This design comes from an exercise in tuning for small area and a short achievable clock period on the open sky130 flow, not from production work.

==> wip/garnet <==
==> flow/design.v <==
package st_map_pkg;
	localparam logic [15:0] ST_ID_WORD  = 16'h5253;
	localparam logic [15:0] ST_VER_WORD = 16'h1205;
	localparam logic [7:0] ST_OFF_ID       = 8'h00;
	localparam logic [7:0] ST_OFF_VER      = 8'h02;
	localparam logic [7:0] ST_OFF_CTRL     = 8'h04;
	localparam logic [7:0] ST_OFF_STAT     = 8'h06;
	localparam logic [7:0] ST_OFF_FIFO     = 8'h08;
	localparam logic [7:0] ST_OFF_FSTAT    = 8'h0c;
	localparam logic [7:0] ST_OFF_RCNT     = 8'h0e;
	localparam logic [7:0] ST_OFF_SS_CMD   = 8'h10;
	localparam logic [7:0] ST_OFF_SS_DATA  = 8'h12;
	localparam logic [7:0] ST_OFF_SS_CTRL  = 8'h14;
	localparam logic [7:0] ST_OFF_CR1      = 8'h18;
	localparam logic [7:0] ST_OFF_CR2      = 8'h1a;
	localparam logic [7:0] ST_OFF_CR3      = 8'h1c;
	localparam logic [7:0] ST_OFF_CR4      = 8'h1e;
	localparam logic [7:0] ST_OFF_RESP1    = 8'h20;
	localparam logic [7:0] ST_OFF_RESP2    = 8'h22;
	localparam logic [7:0] ST_OFF_RESP3    = 8'h24;
	localparam logic [7:0] ST_OFF_RESP4    = 8'h26;
	localparam logic [7:0] ST_OFF_HIRQ     = 8'h28;
	localparam logic [7:0] ST_OFF_MASK     = 8'h2a;
	localparam logic [7:0] ST_OFF_HIRQ_CLR = 8'h2c;
	localparam int CTRL_CDC_EN   = 0;
	localparam int CTRL_CMD_EN   = 1;
	localparam int CTRL_FIFO_EN  = 2;
	localparam int CTRL_FIFO_RST = 8;
	localparam int CTRL_FIFO_DIR = 9;
	typedef enum logic [3:0] {
		ST_OP_NONE, ST_OP_READ, ST_OP_CTRL_WR, ST_OP_IRQ_ACK,
		ST_OP_FIFO_WR, ST_OP_FIFO_RD, ST_OP_RCNT_CLR, ST_OP_CMD_CLR,
		ST_OP_DATA_WR, ST_OP_RESP_WR, ST_OP_HIRQ_SET, ST_OP_HIRQ_CLR
	} st_op_e;
endpackage
package ss_map_pkg;
	localparam logic [2:0] SS_RGN_CDC = 3'b000;
	localparam logic [2:0] SS_RGN_REG = 3'b111;
	localparam logic [3:0] SS_CDC_FIFO = 4'd0;
	localparam logic [3:0] SS_CDC_HIRQ = 4'd2;
	localparam logic [3:0] SS_CDC_MASK = 4'd3;
	localparam logic [3:0] SS_CDC_CR1  = 4'd6;
	localparam logic [3:0] SS_CDC_CR2  = 4'd7;
	localparam logic [3:0] SS_CDC_CR3  = 4'd8;
	localparam logic [3:0] SS_CDC_CR4  = 4'd9;
	localparam logic [4:0] SS_REG_ID    = 5'd0;
	localparam logic [4:0] SS_REG_VER   = 5'd1;
	localparam logic [3:0] SS_REG_CTRL  = 4'd1;
	localparam logic [3:0] SS_REG_FSTAT = 4'd2;
	localparam logic [3:0] SS_REG_CMD   = 4'd4;
	localparam logic [3:0] SS_REG_DATA  = 4'd5;
	localparam logic [3:0] SS_REG_FIFO  = 4'd6;
	localparam logic [15:0] SS_CTRL_RESET = 16'h0100;
	typedef enum logic [3:0] {
		SS_OP_NONE, SS_OP_READ, SS_OP_CTRL_WR, SS_OP_HIRQ_AND, SS_OP_MASK_WR,
		SS_OP_CR_WR, SS_OP_CMD_WR, SS_OP_DATA_WR, SS_OP_FIFO_WR, SS_OP_FIFO_RD
	} ss_op_e;
endpackage
import st_map_pkg::*;
import ss_map_pkg::*;
module ss_bridge_top #(
	parameter int FIFO_AW = 6
) (
	input  logic        mclk,
	input  logic        ST_ALE,
	input  logic        st_req,
	input  logic        st_we,
	input  logic [7:0]  st_addr,
	input  logic [15:0] st_wdata,
	output logic [15:0] st_rdata,
	output logic        st_rvalid,
	output logic        st_irq,
	input  logic        ss_req,
	input  logic        ss_we,
	input  logic        ss_cs2,
	input  logic [14:1] ss_addr,
	input  logic [15:0] ss_wdata,
	output logic [15:0] ss_rdata,
	output logic        ss_rvalid,
	output logic        ss_irq
);
	localparam int DEPTH = 1 << FIFO_AW;
	logic       st_rd, st_wr, st_ok;
	logic [4:0] st_w;
	logic       st_ctrl_we, st_ack, st_fifo_wr, st_fifo_rd, st_rcnt_clr;
	logic       st_cmd_clr, st_data_we, st_resp_we, st_hirq_set, st_hirq_clr;
	assign st_rd = st_req & ~st_we;
	assign st_wr = st_req & st_we;
	assign st_ok = (st_addr[7:6] == 2'b00) & ~st_addr[0];
	assign st_w  = st_addr[5:1];
	assign st_ctrl_we  = st_wr & (st_addr == ST_OFF_CTRL);
	assign st_ack      = st_wr & (st_addr == ST_OFF_STAT);
	assign st_fifo_wr  = st_wr & (st_addr == ST_OFF_FIFO);
	assign st_fifo_rd  = st_rd & (st_addr == ST_OFF_FIFO);
	assign st_rcnt_clr = st_wr & (st_addr == ST_OFF_RCNT);
	assign st_cmd_clr  = st_wr & (st_addr == ST_OFF_SS_CMD);
	assign st_data_we  = st_wr & (st_addr == ST_OFF_SS_DATA);
	assign st_resp_we  = st_wr & st_ok & (st_w[4:2] == 3'b100);
	assign st_hirq_set = st_wr & (st_addr == ST_OFF_HIRQ);
	assign st_hirq_clr = st_wr & (st_addr == ST_OFF_HIRQ_CLR);
	logic       ss_hit, ss_rd, ss_wr, rgn_cdc, rgn_reg, ss_fifo_off;
	logic [3:0] woff;
	logic [1:0] ss_idx;
	logic       ss_fifo_rd, ss_fifo_wr, ss_hirq_and, ss_mask_we, ss_cr_we;
	logic       ss_ctrl_we, ss_cmd_we, ss_data_we;
	assign ss_hit  = ss_req & ss_cs2;
	assign ss_rd   = ss_hit & ~ss_we;
	assign ss_wr   = ss_hit & ss_we;
	assign rgn_cdc = (ss_addr[14:12] == SS_RGN_CDC);
	assign rgn_reg = (ss_addr[14:12] == SS_RGN_REG);
	assign woff    = ss_addr[5:2];
	assign ss_idx  = {woff[3], woff[0]};
	assign ss_fifo_off = (rgn_cdc & (woff == SS_CDC_FIFO)) | (rgn_reg & (woff == SS_REG_FIFO));
	assign ss_fifo_rd  = ss_rd & ss_fifo_off;
	assign ss_fifo_wr  = ss_wr & ss_fifo_off;
	assign ss_hirq_and = ss_wr & rgn_cdc & (woff == SS_CDC_HIRQ);
	assign ss_mask_we  = ss_wr & rgn_cdc & (woff == SS_CDC_MASK);
	assign ss_cr_we    = ss_wr & rgn_cdc & (woff >= SS_CDC_CR1) & (woff <= SS_CDC_CR4);
	assign ss_ctrl_we  = ss_wr & rgn_reg & (woff == SS_REG_CTRL);
	assign ss_cmd_we   = ss_wr & rgn_reg & (woff == SS_REG_CMD);
	assign ss_data_we  = ss_wr & rgn_reg & (woff == SS_REG_DATA);
	logic [15:0]      st_ctrl, ss_ctrl, ss_cmd, ss_data, hirq, hirq_mask, rcnt;
	logic [15:0]      st_ctrl_n, hirq_n, hirq_mask_n;
	logic [3:0][15:0] cr, resp;
	logic             flag_cdc, flag_cmd, flag_fifo;
	logic             flag_cdc_n, flag_cmd_n, flag_fifo_n;
	logic             fifo_empty_d;
	logic [15:0]        mem [DEPTH];
	logic [FIFO_AW-1:0] wr_ptr, rd_ptr;
	logic [FIFO_AW:0]   cnt;
	logic               fifo_empty, fifo_full;
	logic               fifo_dir, fifo_clr;
	logic               push, pop, wr_en, rd_en;
	logic [15:0]        wr_word;
	logic [15:0]        fifo_head;
	assign fifo_dir  = st_ctrl[CTRL_FIFO_DIR];
	assign fifo_clr  = st_ctrl[CTRL_FIFO_RST];
	assign fifo_full = cnt[FIFO_AW];
	assign st_ctrl_n   = st_ctrl_we ? st_wdata : st_ctrl;
	assign hirq_mask_n = ss_mask_we ? ss_wdata : hirq_mask;
	always_comb
	begin
		if (st_hirq_set)
			hirq_n = hirq | st_wdata;
		else if (st_hirq_clr)
			hirq_n = hirq & ~st_wdata;
		else if (ss_hirq_and)
			hirq_n = hirq & ss_wdata;
		else
			hirq_n = hirq;
	end
	assign flag_cdc_n  = (ss_cr_we & (ss_idx == 2'd3))
		| (flag_cdc & ~(st_ack & st_wdata[CTRL_CDC_EN]));
	assign flag_cmd_n  = ss_cmd_we
		| (flag_cmd & ~(st_ack & st_wdata[CTRL_CMD_EN]));
	assign flag_fifo_n = (fifo_empty & ~fifo_empty_d)
		| (flag_fifo & ~(st_ack & st_wdata[CTRL_FIFO_EN]));
	always_ff @(posedge mclk or posedge ST_ALE)
	begin
		if (ST_ALE)
		begin
			st_ctrl      <= '0;
			ss_ctrl      <= SS_CTRL_RESET;
			ss_cmd       <= '0;
			ss_data      <= '0;
			hirq         <= '0;
			hirq_mask    <= '0;
			rcnt         <= '0;
			flag_cdc     <= 1'b0;
			flag_cmd     <= 1'b0;
			flag_fifo    <= 1'b0;
			fifo_empty_d <= 1'b1;
			st_irq       <= 1'b0;
			ss_irq       <= 1'b0;
		end
		else
		begin
			st_ctrl      <= st_ctrl_n;
			hirq         <= hirq_n;
			hirq_mask    <= hirq_mask_n;
			flag_cdc     <= flag_cdc_n;
			flag_cmd     <= flag_cmd_n;
			flag_fifo    <= flag_fifo_n;
			fifo_empty_d <= fifo_empty;
			st_irq       <= |(st_ctrl_n[2:0] & {flag_fifo_n, flag_cmd_n, flag_cdc_n});
			ss_irq       <= |(hirq_n & hirq_mask_n);
			if (ss_ctrl_we)
				ss_ctrl <= ss_wdata;
			if (st_cmd_clr)
				ss_cmd <= '0;
			else if (ss_cmd_we)
				ss_cmd <= ss_wdata;
			if (ss_data_we)
				ss_data <= ss_wdata;
			else if (st_data_we)
				ss_data <= st_wdata;
			if (st_rcnt_clr)
				rcnt <= '0;
			else if (ss_fifo_rd)
				rcnt <= rcnt + 1'b1;
		end
	end
	always_ff @(posedge mclk)
	begin
		if (ss_cr_we)
			cr[ss_idx] <= ss_wdata;
		if (st_resp_we)
			resp[st_w[1:0]] <= st_wdata;
	end
	assign push    = fifo_dir ? ss_fifo_wr : st_fifo_wr;
	assign pop     = fifo_dir ? st_fifo_rd : ss_fifo_rd;
	assign wr_en   = push & ~fifo_full;
	assign rd_en   = pop & ~fifo_empty;
	assign wr_word = fifo_dir ? {ss_wdata[7:0], ss_wdata[15:8]} : st_wdata;
	always_ff @(posedge mclk)
	begin
		if (wr_en)
			mem[wr_ptr] <= wr_word;
	end
	assign fifo_head = mem[rd_ptr];
	always_ff @(posedge mclk or posedge ST_ALE)
	begin
		if (ST_ALE)
		begin
			wr_ptr     <= '0;
			rd_ptr     <= '0;
			cnt        <= '0;
			fifo_empty <= 1'b1;
		end
		else if (fifo_clr)
		begin
			wr_ptr     <= '0;
			rd_ptr     <= '0;
			cnt        <= '0;
			fifo_empty <= 1'b1;
		end
		else
		begin
			if (wr_en)
				wr_ptr <= wr_ptr + 1'b1;
			if (rd_en)
				rd_ptr <= rd_ptr + 1'b1;
			if (wr_en & ~rd_en)
			begin
				cnt        <= cnt + 1'b1;
				fifo_empty <= 1'b0;
			end
			else if (rd_en & ~wr_en)
			begin
				cnt        <= cnt - 1'b1;
				fifo_empty <= (cnt == 7'd1);
			end
		end
	end
	logic [15:0] fifo_stat, head_sw, st_word, ss_word;
	assign fifo_stat = 16'({fifo_full, cnt[FIFO_AW-1:0]});
	assign head_sw   = {fifo_head[7:0], fifo_head[15:8]};
	always_comb
	begin
		case (st_addr)
			ST_OFF_ID:      st_word = ST_ID_WORD;
			ST_OFF_VER:     st_word = ST_VER_WORD;
			ST_OFF_CTRL:    st_word = st_ctrl;
			ST_OFF_STAT:    st_word = {1'b0, st_irq, 11'd0, flag_fifo, flag_cmd, flag_cdc};
			ST_OFF_FIFO:    st_word = fifo_head;
			ST_OFF_FSTAT:   st_word = fifo_stat;
			ST_OFF_RCNT:    st_word = rcnt;
			ST_OFF_SS_CMD:  st_word = ss_cmd;
			ST_OFF_SS_DATA: st_word = ss_data;
			ST_OFF_SS_CTRL: st_word = ss_ctrl;
			ST_OFF_CR1, ST_OFF_CR2, ST_OFF_CR3, ST_OFF_CR4:
				st_word = cr[st_addr[2:1]];
			ST_OFF_RESP1, ST_OFF_RESP2, ST_OFF_RESP3, ST_OFF_RESP4:
				st_word = resp[st_addr[2:1]];
			ST_OFF_HIRQ:    st_word = hirq;
			ST_OFF_MASK:    st_word = hirq_mask;
			default:        st_word = 16'hffff;
		endcase
	end
	always_comb
	begin
		ss_word = 16'h0000;
		if (rgn_reg)
		begin
			case (woff)
				4'd0:         ss_word = ss_addr[1] ? ST_VER_WORD : ST_ID_WORD;
				SS_REG_CTRL:  ss_word = ss_ctrl;
				SS_REG_FSTAT: ss_word = fifo_stat;
				SS_REG_CMD:   ss_word = ss_cmd;
				SS_REG_DATA:  ss_word = ss_data;
				SS_REG_FIFO:  ss_word = head_sw;
				default:      ss_word = 16'h0000;
			endcase
		end
		else if (rgn_cdc)
		begin
			case (woff)
				SS_CDC_FIFO: ss_word = head_sw;
				SS_CDC_HIRQ: ss_word = hirq;
				SS_CDC_MASK: ss_word = hirq_mask;
				SS_CDC_CR1, SS_CDC_CR2, SS_CDC_CR3, SS_CDC_CR4:
					ss_word = resp[ss_idx];
				default:     ss_word = 16'h0000;
			endcase
		end
	end
	always_ff @(posedge mclk or posedge ST_ALE)
	begin
		if (ST_ALE)
		begin
			st_rvalid <= 1'b0;
			ss_rvalid <= 1'b0;
		end
		else
		begin
			st_rvalid <= st_rd;
			ss_rvalid <= ss_rd;
		end
	end
	always_ff @(posedge mclk)
	begin
		st_rdata <= st_word;
		ss_rdata <= ss_word;
	end
endmodule
==> flow/run.sh <==
#!/bin/bash
# synth_recipe.tcl (not shown) runs the flow's synth.tcl, then flattens the netlist and writes it again
# the make line also repeats each setting of config.mk as NAME=value (left out here)
make -C /OpenROAD-flow-scripts/flow DESIGN_CONFIG=/design/flow/config.mk WORK_HOME=/design/flow/orfs CLKGATE_MAP_FILE= SYNTH_SCRIPT=/design/flow/synth_recipe.tcl finish
==> flow/config.mk <==
export PLATFORM = sky130hd
export DESIGN_NAME = ss_bridge_top
export DESIGN_NICKNAME = ss_bridge_top
export VERILOG_FILES = /design/flow/design.v
export SDC_FILE = /design/flow/constraint.sdc
export NUM_CORES = 4
export LEC_CHECK = 0
export CAP_MARGIN = 20
export CORE_MARGIN = 2
export CORE_UTILIZATION = 60
export SETUP_SLACK_MARGIN = 2.3
export SLEW_MARGIN = 20
==> flow/constraint.sdc <==
create_clock -name core_clock -period 4.5 [get_ports {mclk}]
set_input_delay 0.9000 -clock core_clock [delete_from_list [all_inputs] [get_ports {mclk}]]
set_output_delay 0.9000 -clock core_clock [all_outputs]
set_load 0.01 [all_outputs]
==> wip/violet (differences from wip/garnet) <==
==> flow/design.v, changed modules only <==
module fifo_sel8 (
	input  logic [7:0] d,
	input  logic [7:0] s,
	output logic       y
);
	assign y = |(d & s);
endmodule
module ss_bridge_top #(
	parameter int FIFO_AW = 6
) (
	input  logic        mclk,
	input  logic        ST_ALE,
	input  logic        st_req,
	input  logic        st_we,
	input  logic [7:0]  st_addr,
	input  logic [15:0] st_wdata,
	output logic [15:0] st_rdata,
	output logic        st_rvalid,
	output logic        st_irq,
	input  logic        ss_req,
	input  logic        ss_we,
	input  logic        ss_cs2,
	input  logic [14:1] ss_addr,
	input  logic [15:0] ss_wdata,
	output logic [15:0] ss_rdata,
	output logic        ss_rvalid,
	output logic        ss_irq
);
	localparam int DEPTH = 1 << FIFO_AW;
	logic       st_rd, st_wr, st_ok;
	logic [4:0] st_w;
	logic       st_ctrl_we, st_ack, st_fifo_wr, st_fifo_rd, st_rcnt_clr;
	logic       st_cmd_clr, st_data_we, st_resp_we, st_hirq_set, st_hirq_clr;
	assign st_rd = st_req & ~st_we;
	assign st_wr = st_req & st_we;
	assign st_ok = (st_addr[7:6] == 2'b00) & ~st_addr[0];
	assign st_w  = st_addr[5:1];
	assign st_ctrl_we  = st_wr & (st_addr == ST_OFF_CTRL);
	assign st_ack      = st_wr & (st_addr == ST_OFF_STAT);
	assign st_fifo_wr  = st_wr & (st_addr == ST_OFF_FIFO);
	assign st_fifo_rd  = st_rd & (st_addr == ST_OFF_FIFO);
	assign st_rcnt_clr = st_wr & (st_addr == ST_OFF_RCNT);
	assign st_cmd_clr  = st_wr & (st_addr == ST_OFF_SS_CMD);
	assign st_data_we  = st_wr & (st_addr == ST_OFF_SS_DATA);
	assign st_resp_we  = st_wr & st_ok & (st_w[4:2] == 3'b100);
	assign st_hirq_set = st_wr & (st_addr == ST_OFF_HIRQ);
	assign st_hirq_clr = st_wr & (st_addr == ST_OFF_HIRQ_CLR);
	logic       ss_hit, ss_rd, ss_wr, rgn_cdc, rgn_reg, ss_fifo_off;
	logic [3:0] woff;
	logic [1:0] ss_idx;
	logic       ss_fifo_rd, ss_fifo_wr, ss_hirq_and, ss_mask_we, ss_cr_we;
	logic       ss_ctrl_we, ss_cmd_we, ss_data_we;
	assign ss_hit  = ss_req & ss_cs2;
	assign ss_rd   = ss_hit & ~ss_we;
	assign ss_wr   = ss_hit & ss_we;
	assign rgn_cdc = (ss_addr[14:12] == SS_RGN_CDC);
	assign rgn_reg = (ss_addr[14:12] == SS_RGN_REG);
	assign woff    = ss_addr[5:2];
	assign ss_idx  = {woff[3], woff[0]};
	assign ss_fifo_off = (rgn_cdc & (woff == SS_CDC_FIFO)) | (rgn_reg & (woff == SS_REG_FIFO));
	assign ss_fifo_rd  = ss_rd & ss_fifo_off;
	assign ss_fifo_wr  = ss_wr & ss_fifo_off;
	assign ss_hirq_and = ss_wr & rgn_cdc & (woff == SS_CDC_HIRQ);
	assign ss_mask_we  = ss_wr & rgn_cdc & (woff == SS_CDC_MASK);
	assign ss_cr_we    = ss_wr & rgn_cdc & (woff >= SS_CDC_CR1) & (woff <= SS_CDC_CR4);
	assign ss_ctrl_we  = ss_wr & rgn_reg & (woff == SS_REG_CTRL);
	assign ss_cmd_we   = ss_wr & rgn_reg & (woff == SS_REG_CMD);
	assign ss_data_we  = ss_wr & rgn_reg & (woff == SS_REG_DATA);
	logic [15:0]      st_ctrl, ss_ctrl, ss_cmd, ss_data, hirq, hirq_mask, rcnt;
	logic [15:0]      st_ctrl_n, hirq_n, hirq_mask_n;
	logic [3:0][15:0] cr, resp;
	logic             flag_cdc, flag_cmd, flag_fifo;
	logic             flag_cdc_n, flag_cmd_n, flag_fifo_n;
	logic             fifo_empty_d;
	logic [15:0]        sr [DEPTH];
	logic [FIFO_AW:0]   m, m_inc, m_dec;
	logic               fifo_empty, fifo_full;
	logic               fifo_dir, fifo_clr;
	logic               push, pop, wr_en, rd_en;
	logic [15:0]        wr_word;
	logic [15:0]        fifo_head;
	assign fifo_dir  = st_ctrl[CTRL_FIFO_DIR];
	assign fifo_clr  = st_ctrl[CTRL_FIFO_RST];
	assign m_inc      = m + 1'b1;
	assign m_dec      = m - 1'b1;
	assign fifo_empty = m[FIFO_AW];
	assign fifo_full  = (m == FIFO_AW'(DEPTH - 1));
	assign st_ctrl_n   = st_ctrl_we ? st_wdata : st_ctrl;
	assign hirq_mask_n = ss_mask_we ? ss_wdata : hirq_mask;
	always_comb
	begin
		if (st_hirq_set)
			hirq_n = hirq | st_wdata;
		else if (st_hirq_clr)
			hirq_n = hirq & ~st_wdata;
		else if (ss_hirq_and)
			hirq_n = hirq & ss_wdata;
		else
			hirq_n = hirq;
	end
	assign flag_cdc_n  = (ss_cr_we & (ss_idx == 2'd3))
		| (flag_cdc & ~(st_ack & st_wdata[CTRL_CDC_EN]));
	assign flag_cmd_n  = ss_cmd_we
		| (flag_cmd & ~(st_ack & st_wdata[CTRL_CMD_EN]));
	assign flag_fifo_n = (fifo_empty & ~fifo_empty_d)
		| (flag_fifo & ~(st_ack & st_wdata[CTRL_FIFO_EN]));
	always_ff @(posedge mclk or posedge ST_ALE)
	begin
		if (ST_ALE)
		begin
			st_ctrl      <= '0;
			ss_ctrl      <= SS_CTRL_RESET;
			ss_cmd       <= '0;
			ss_data      <= '0;
			hirq         <= '0;
			hirq_mask    <= '0;
			rcnt         <= '0;
			flag_cdc     <= 1'b0;
			flag_cmd     <= 1'b0;
			flag_fifo    <= 1'b0;
			fifo_empty_d <= 1'b1;
			st_irq       <= 1'b0;
			ss_irq       <= 1'b0;
		end
		else
		begin
			st_ctrl      <= st_ctrl_n;
			hirq         <= hirq_n;
			hirq_mask    <= hirq_mask_n;
			flag_cdc     <= flag_cdc_n;
			flag_cmd     <= flag_cmd_n;
			flag_fifo    <= flag_fifo_n;
			fifo_empty_d <= fifo_empty;
			st_irq       <= |(st_ctrl_n[2:0] & {flag_fifo_n, flag_cmd_n, flag_cdc_n});
			ss_irq       <= |(hirq_n & hirq_mask_n);
			if (ss_ctrl_we)
				ss_ctrl <= ss_wdata;
			if (st_cmd_clr)
				ss_cmd <= '0;
			else if (ss_cmd_we)
				ss_cmd <= ss_wdata;
			if (ss_data_we)
				ss_data <= ss_wdata;
			else if (st_data_we)
				ss_data <= st_wdata;
			if (st_rcnt_clr)
				rcnt <= '0;
			else if (ss_fifo_rd)
				rcnt <= rcnt + 1'b1;
		end
	end
	always_ff @(posedge mclk)
	begin
		if (ss_cr_we)
			cr[ss_idx] <= ss_wdata;
		if (st_resp_we)
			resp[st_w[1:0]] <= st_wdata;
	end
	assign push    = fifo_dir ? ss_fifo_wr : st_fifo_wr;
	assign pop     = fifo_dir ? st_fifo_rd : ss_fifo_rd;
	assign wr_en   = push & ~fifo_full;
	assign rd_en   = pop & ~fifo_empty;
	assign wr_word = fifo_dir ? {ss_wdata[7:0], ss_wdata[15:8]} : st_wdata;
	always_ff @(posedge mclk)
	begin
		if (wr_en)
		begin
			sr[0] <= wr_word;
			for (int i = 1; i < DEPTH; i++)
				sr[i] <= sr[i-1];
		end
	end
	always_ff @(posedge mclk or posedge ST_ALE)
	begin
		if (ST_ALE)
			m <= '1;
		else if (fifo_clr)
			m <= '1;
		else if (wr_en & ~rd_en)
			m <= m_inc;
		else if (rd_en & ~wr_en)
			m <= m_dec;
	end
	logic [7:0]  sel_hi, sel_lo;
	logic [15:0] fifo_next;
	always_comb
	begin
		for (int j = 0; j < 8; j++)
		begin
			sel_hi[j] = (m[5:3] == 3'(j));
			sel_lo[j] = (m[2:0] == 3'(j));
		end
	end
	for (genvar b = 0; b < 16; b++)
	begin : g_next
		logic [7:0] grp;
		for (genvar j = 0; j < 8; j++)
		begin : g_grp
			logic [7:0] d;
			for (genvar k = 0; k < 8; k++)
			begin : g_bit
				if (8*j+k == 0)
					assign d[k] = 1'b0;
				else
					assign d[k] = sr[8*j+k-1][b];
			end
			fifo_sel8 u_lo (.d(d), .s(sel_lo), .y(grp[j]));
		end
		fifo_sel8 u_hi (.d(grp), .s(sel_hi), .y(fifo_next[b]));
	end
	always_ff @(posedge mclk)
	begin
		if (fifo_empty | (rd_en & (m == '0)))
			fifo_head <= wr_word;
		else if (rd_en)
			fifo_head <= fifo_next;
	end
	logic [15:0] fifo_stat, head_sw, st_word, ss_word;
	assign fifo_stat = 16'(m_inc);
	assign head_sw   = {fifo_head[7:0], fifo_head[15:8]};
	logic [31:0] st_sel;
	logic        st_dflt;
	always_comb
	begin
		for (int i = 0; i < 32; i++)
			st_sel[i] = st_ok & (st_w == 5'(i));
	end
	assign st_dflt = ~st_ok | st_sel[5] | st_sel[11] | (|st_sel[31:22]);
	logic [15:0] st_stat;
	assign st_stat = {1'b0, st_irq, 11'd0, flag_fifo, flag_cmd, flag_cdc};
	for (genvar b = 0; b < 16; b++)
	begin : g_st_word
		logic y0, y1;
		fifo_sel8 u_regs (
			.d ({ss_ctrl[b], ss_data[b], ss_cmd[b], rcnt[b], fifo_head[b], st_ctrl[b], hirq[b], hirq_mask[b]}),
			.s ({st_sel[10], st_sel[9], st_sel[8], st_sel[7], st_sel[4], st_sel[2], st_sel[20], st_sel[21]}),
			.y (y0)
		);
		fifo_sel8 u_mbox (
			.d ({cr[3][b], cr[2][b], cr[1][b], cr[0][b], resp[3][b], resp[2][b], resp[1][b], resp[0][b]}),
			.s ({st_sel[15], st_sel[14], st_sel[13], st_sel[12], st_sel[19], st_sel[18], st_sel[17], st_sel[16]}),
			.y (y1)
		);
		assign st_word[b] = y0 | y1 | st_dflt
			| (st_sel[3] & st_stat[b]) | (st_sel[6] & fifo_stat[b])
			| (st_sel[0] & ST_ID_WORD[b]) | (st_sel[1] & ST_VER_WORD[b]);
	end
	logic [15:0] ss_sel;
	always_comb
	begin
		for (int i = 0; i < 16; i++)
			ss_sel[i] = (woff == 4'(i));
	end
	for (genvar b = 0; b < 16; b++)
	begin : g_ss_word
		logic y0;
		fifo_sel8 u_regs (
			.d ({ss_ctrl[b], ss_cmd[b], ss_data[b], head_sw[b], hirq[b], hirq_mask[b], resp[0][b], resp[1][b]}),
			.s ({rgn_reg & ss_sel[SS_REG_CTRL], rgn_reg & ss_sel[SS_REG_CMD], rgn_reg & ss_sel[SS_REG_DATA],
				(rgn_reg & ss_sel[SS_REG_FIFO]) | (rgn_cdc & ss_sel[SS_CDC_FIFO]),
				rgn_cdc & ss_sel[SS_CDC_HIRQ], rgn_cdc & ss_sel[SS_CDC_MASK],
				rgn_cdc & ss_sel[SS_CDC_CR1], rgn_cdc & ss_sel[SS_CDC_CR2]}),
			.y (y0)
		);
		assign ss_word[b] = y0
			| (rgn_cdc & ss_sel[SS_CDC_CR3] & resp[2][b])
			| (rgn_cdc & ss_sel[SS_CDC_CR4] & resp[3][b])
			| (rgn_reg & ss_sel[SS_REG_FSTAT] & fifo_stat[b])
			| (rgn_reg & ss_sel[0] & (ss_addr[1] ? ST_VER_WORD[b] : ST_ID_WORD[b]));
	end
	always_ff @(posedge mclk or posedge ST_ALE)
	begin
		if (ST_ALE)
		begin
			st_rvalid <= 1'b0;
			ss_rvalid <= 1'b0;
		end
		else
		begin
			st_rvalid <= st_rd;
			ss_rvalid <= ss_rd;
		end
	end
	always_ff @(posedge mclk)
	begin
		st_rdata <= st_word;
		ss_rdata <= ss_word;
	end
endmodule
--- a/flow/config.mk
+++ b/flow/config.mk
@@ -10,3 +10,4 @@
 export CORE_UTILIZATION = 60
-export SETUP_SLACK_MARGIN = 2.3
 export SLEW_MARGIN = 20
+export SYNTH_HIERARCHICAL = 1
+export SYNTH_MINIMUM_KEEP_SIZE = 0
==> summary.md <==
| Metric | Value |
|---|---|
| Grt met3 use | 8.23% |
| Top delay family on crit path | buffers and inverters |
| Post-Synth XOR/XNOR Area | 0.313% |
| Setup crit end | st_rdata[7] |
| Largest Register | mem |
| # diodes | 2 |
| DR WL/cell | 34.8 um |
| Status | finished clean |
| Simple-Gate Fraction of Synth Area | 5.63% |
| Site row count | 111 |
(the above is from wip/garnet)
==> summary.md <==
| Metric | Value |
|---|---|
| Setup crit end | fifo_head[15] |
| Grt met3 use | 6.42% |
| Site row count | 107 |
| Tapcells | 1144 |
| P&R area growth vs syn | 15.1% |
| Post-Synth XOR/XNOR Area | 0.375% |
| Largest Register | sr |
| Status | finished clean |
| Top delay family on crit path | simple AND/OR/NAND/NOR gates |
| DR WL/cell | 29.4 um |
(the above is from wip/violet)
No run of this note included a check of the RTL's function; only the layout flow was run.

-- afterwards: timing with drivers on the ports --
The results above use ideal ports. As a check the final layouts listed here were re-extracted and re-timed, cells and wires unchanged.
Step 1 (the two cells are an assumption about what drives the block):
set clk [get_ports {mclk}]
set_driving_cell -lib_cell sky130_fd_sc_hd__clkbuf_16 $clk
set_driving_cell -lib_cell sky130_fd_sc_hd__buf_2 [delete_from_list [all_inputs] $clk]
Step 2, shift: input delay + t, output delay - t, t = (earliest + latest rising clock arrival at the registers) / 2. This alone moves slack from input paths to output paths.
Slacks: ideal / step 1 / step 2; pairs: ideal / step 1.
run	t (ns)	setup WS [ns]	clock arrival spread, ns
wip/garnet	0.831	1.465 / 1.465 / 0.806	0.044 / 0.044
wip/violet	0.819	0.876 / 0.876 / 0.450	0.029 / 0.030
After both steps every run listed still meets setup and hold. The setup slack of wip/garnet, which loses most, moves by 0.000 ns with the drivers and by -0.659 ns with both steps.
